From an optimization exercise on the open Yosys and OpenROAD flow, aimed at small area, a short achievable clock period and few clock cycles per item; shortcuts taken in it are not production practice. Function was checked by simulation only, so behaviour that the tests miss may differ from the original. Power and IR drop assume default switching activity.

run 1:
==> flow/design.v (excerpt) <==
module scalar_kalman_filter_unit (
    input  logic                                 i_clk,
    input  logic                                 i_rst_n,
    input  logic                                 i_in_valid,
    output logic                                 o_in_stall,
    input  logic signed [skf_pkg::VALUE_W-1:0]   i_sample,
    output logic                                 o_out_valid,
    input  logic                                 i_out_stall,
    output logic signed [skf_pkg::VALUE_W-1:0]   o_estimate,
    input  logic                                 i_cfg_we,
    input  logic [skf_pkg::CFG_IDX_W-1:0]        i_cfg_index,
    input  logic [skf_pkg::REG_W-1:0]            i_cfg_data
);
    logic               r_rst_n;
    logic [REG_W-1:0]   r_q, r_r;
    logic               r_q_def, r_r_def;    
    logic [COV_W-1:0]   r_pred, r_den, r_rem, r_cl;
    logic [HI_W-1:0]    r_ch;
    logic [COV_W-1:0]   r_cov;               
    logic [VALUE_W-1:0] r_s;                 
    logic [VALUE_W-1:0] r_est;               
    logic [VALUE_W-1:0] r_el;
    logic [HI_W-1:0]    r_eh;
    logic [CNT_W-1:0]   r_cnt;
    logic [1:0]         r_qd;
    logic               r_busy, r_ebusy, r_elast;
    logic               r_pend, r_out_valid;
    logic               r_o_valid, r_o_stall;   
    logic               we_q, we_r;
    logic               start, fin, last;
    logic               n_busy, n_pend, n_out_valid;
    logic [REG_W-1:0]   q_val, r_val;
    logic [COV_W-1:0]   cov;
    logic [COV_W:0]     pq_sum;
    logic [COV_W+1:0]   pqr_sum, pqr_a, pqr_b, pqr_c;
    logic [COV_W-1:0]   pred, den;
    logic [VALUE_W-1:0] est_u;
    logic               c29;
    logic [2:0]         fin_k;
    logic [HI_W-1:0]    eh_inc;
    logic [VALUE_W-1:0] est_next;
    logic [VALUE_W-1:0] x1, x0;
    logic [VALUE_W+2:0] et, ea, eb, ec;
    logic               f0, f1;
    logic [1:0]         q;
    logic [COV_W-1:0]   n_rem, n_cl;
    logic [HI_W-1:0]    n_ch;
    assign we_q  = i_cfg_we && i_cfg_index == REG_PROCESS_NOISE;
    assign we_r  = i_cfg_we && i_cfg_index == REG_MEASUREMENT_NOISE;
  ...
Size: about 3,800 cells after synthesis, ~390 flip-flops, roughly 110 I/O pins, about 35,000 µm² of cells after synthesis.
export LEC_CHECK = 0
export CAP_MARGIN = 20
export CORE_MARGIN = 2
export CORE_UTILIZATION = 40
export SLEW_MARGIN = 20
create_clock -name core_clock -period 12.0 [get_ports {i_clk}]
standard.sh (not shown) runs the stock make flow with config.mk's settings and CLKGATE_MAP_FILE= SYNTH_SCRIPT=/design/flow/synth_recipe.tcl, a recipe that flattens the netlist after the stock synthesis.
==> flow/flow/run.sh <==
#!/bin/bash
# Standard layout, with timing repair aiming for 6 ns of setup slack.
set -euo pipefail
bash standard.sh SETUP_SLACK_MARGIN=6 finish > flow_make.log 2>&1
Testbench counts of run 1, summed over its fixed seeds: cycles 32,928, items 2,048.
Input-level comparison between run 2 and run 1:
==> flow/flow/run.sh <==
#!/bin/bash
# Standard layout, with timing repair aiming for 8 ns of setup slack.
set -euo pipefail
bash standard.sh SETUP_SLACK_MARGIN=8 finish > flow_make.log 2>&1
[summary]
Routed metal-1 wirelength ends up higher on run 2. Fraction of area in non-clock buffers (run 2 over run 1): increase, 5.8 points. Run 2 reports a lower proportion of power drawn by the clock network than run 1 does. Changes observed in run 2 relative to run 1: weighted congestion reported at the end of routability-driven placement has increased; met2 demand-to-capacity share in global routing now larger. For the worst slack on hold paths, run 2 came in 0.016 ns lower than run 1 did. When the final numbers for run 1 and run 2 were put side by side, the final design utilization turned out to be smaller in run 1.
Setup changes, run 2 to run 3
==> flow/flow/run.sh <==
#!/bin/bash
# Standard layout, with timing repair aiming for 7.5 ns of setup slack.
set -euo pipefail
bash standard.sh SETUP_SLACK_MARGIN=7.5 finish > flow_make.log 2>&1
Results
The faster design of the two is run 2; run 3 tops out lower. The post-route standard cell area excluding fillers in run 2 is 1.09 times that in run 3. Run 3 ends up with lower clock skew than run 2 does. [run 3] sum of met2 wire segment lengths after detailed routing fell about 7% relative to run 2. Run 3 ends up with a share of the clock period used by the worst path that is 1.5 points higher than in run 2. The run with more routed wire is run 2, not run 3. Higher worst-case setup margin in the final layout was reported by run 2, not run 3.

---

Another version of the RTL of scalar_kalman_filter_unit (not shown whole).
For scale: ~32000 sq um of cells after synthesis.
clock: 12.0 ns
lec_check: 0
cap_margin: 20
core_margin: 2
core_utilization: 40
cts_buf_list: sky130_fd_sc_hd__clkbuf_8
gpl_routability_driven: 0
slew_margin: 20
==> flow/flow/run.sh <==
#!/bin/bash
# Standard layout, with timing repair aiming for 7.5 ns of setup slack.
set -euo pipefail
bash standard.sh SETUP_SLACK_MARGIN=7.5 finish > flow_make.log 2>&1
Testbench counts at the start, summed over its fixed seeds: cycles 32,928, items 2,048.
Edit:
Settings changed: CORE_UTILIZATION 40 to 50, GPL_ROUTABILITY_DRIVEN 0 to default.
Result: Power climbs by 1.1%. Design area hardly moves. Routed wire length climbs by 9.3%. Flip-flop and latch count stays the same. Cell count drops by 4.0%. Clock-buffer cell count climbs by 4. Worst setup slack got worse by 100 ps. Hold slack improved by 10 ps. Area after synthesis stays the same. Sequential power barely changes.
Edit:
==> flow/flow/run.sh (replaced) <==
#!/bin/bash
# Standard layout, with timing repair aiming for 8 ns of setup slack.
set -euo pipefail
bash standard.sh SETUP_SLACK_MARGIN=8 finish > flow_make.log 2>&1
Settings changed: CORE_UTILIZATION 50 to 40.
Wire length came out lower by a few percent. Design area came out higher by roughly a tenth. Critical path depth came out higher by 2. Clock skew came out higher by 6.1 ps.
Edit:
==> flow/flow/run.sh (replaced) <==
#!/bin/bash
# Standard layout, with timing repair aiming for 7.5 ns of setup slack.
set -euo pipefail
bash standard.sh SETUP_SLACK_MARGIN=7.5 finish > flow_make.log 2>&1
Result:
- count of clock-buffer cells in the layout is higher by 3
- worst setup slack gets worse by 54 ps
- final area came out lower by roughly a tenth
- via count drops by a few percent
- synthesized cell count does not change
- worst hold slack barely changes
- routed wire length falls by a little under a tenth
- sequential share of layout area grows by 2.7 points

[afterwards: timing with drivers on the ports]
The flow's constraints put no driver on any port. The routed layouts listed below were extracted and timed again, unchanged, in two steps.
Step 1 assumes that a clkbuf_16 drives the clock port and a buf_2 every other input.
Step 2 times the ports against the registers' clock, not the clock port: input delays grow and output delays shrink by t, the midpoint of the rising clock arrivals with the driver on.
Three values: ideal, step 1, step 2; two values: the first two.
run	t (ns)	setup WS [ns]	worst setup path after step 2	latest minus earliest clock arrival (ns)	pins driven straight from the clock port
run 1	0.665	6.464 / 6.464 / 6.464	register to register	0.022 / 0.021	1
run 2	0.667	7.633 / 7.633 / 7.633	register to register	0.037 / 0.037	1
run 3	0.663	7.451 / 7.451 / 7.451	register to register	0.032 / 0.032	1
the first run of note 2	0.715	7.509 / 7.509 / 7.509	register to register	0.041 / 0.042	1
the second run of note 2	0.710	7.405 / 7.405 / 7.405	register to register	0.045 / 0.045	1
the third run of note 2	0.738	7.654 / 7.654 / 7.654	register to register	0.064 / 0.064	1
the fourth run of note 2	0.723	7.600 / 7.600 / 7.600	register to register	0.051 / 0.050	1
After both steps setup and hold are still met in every run listed.
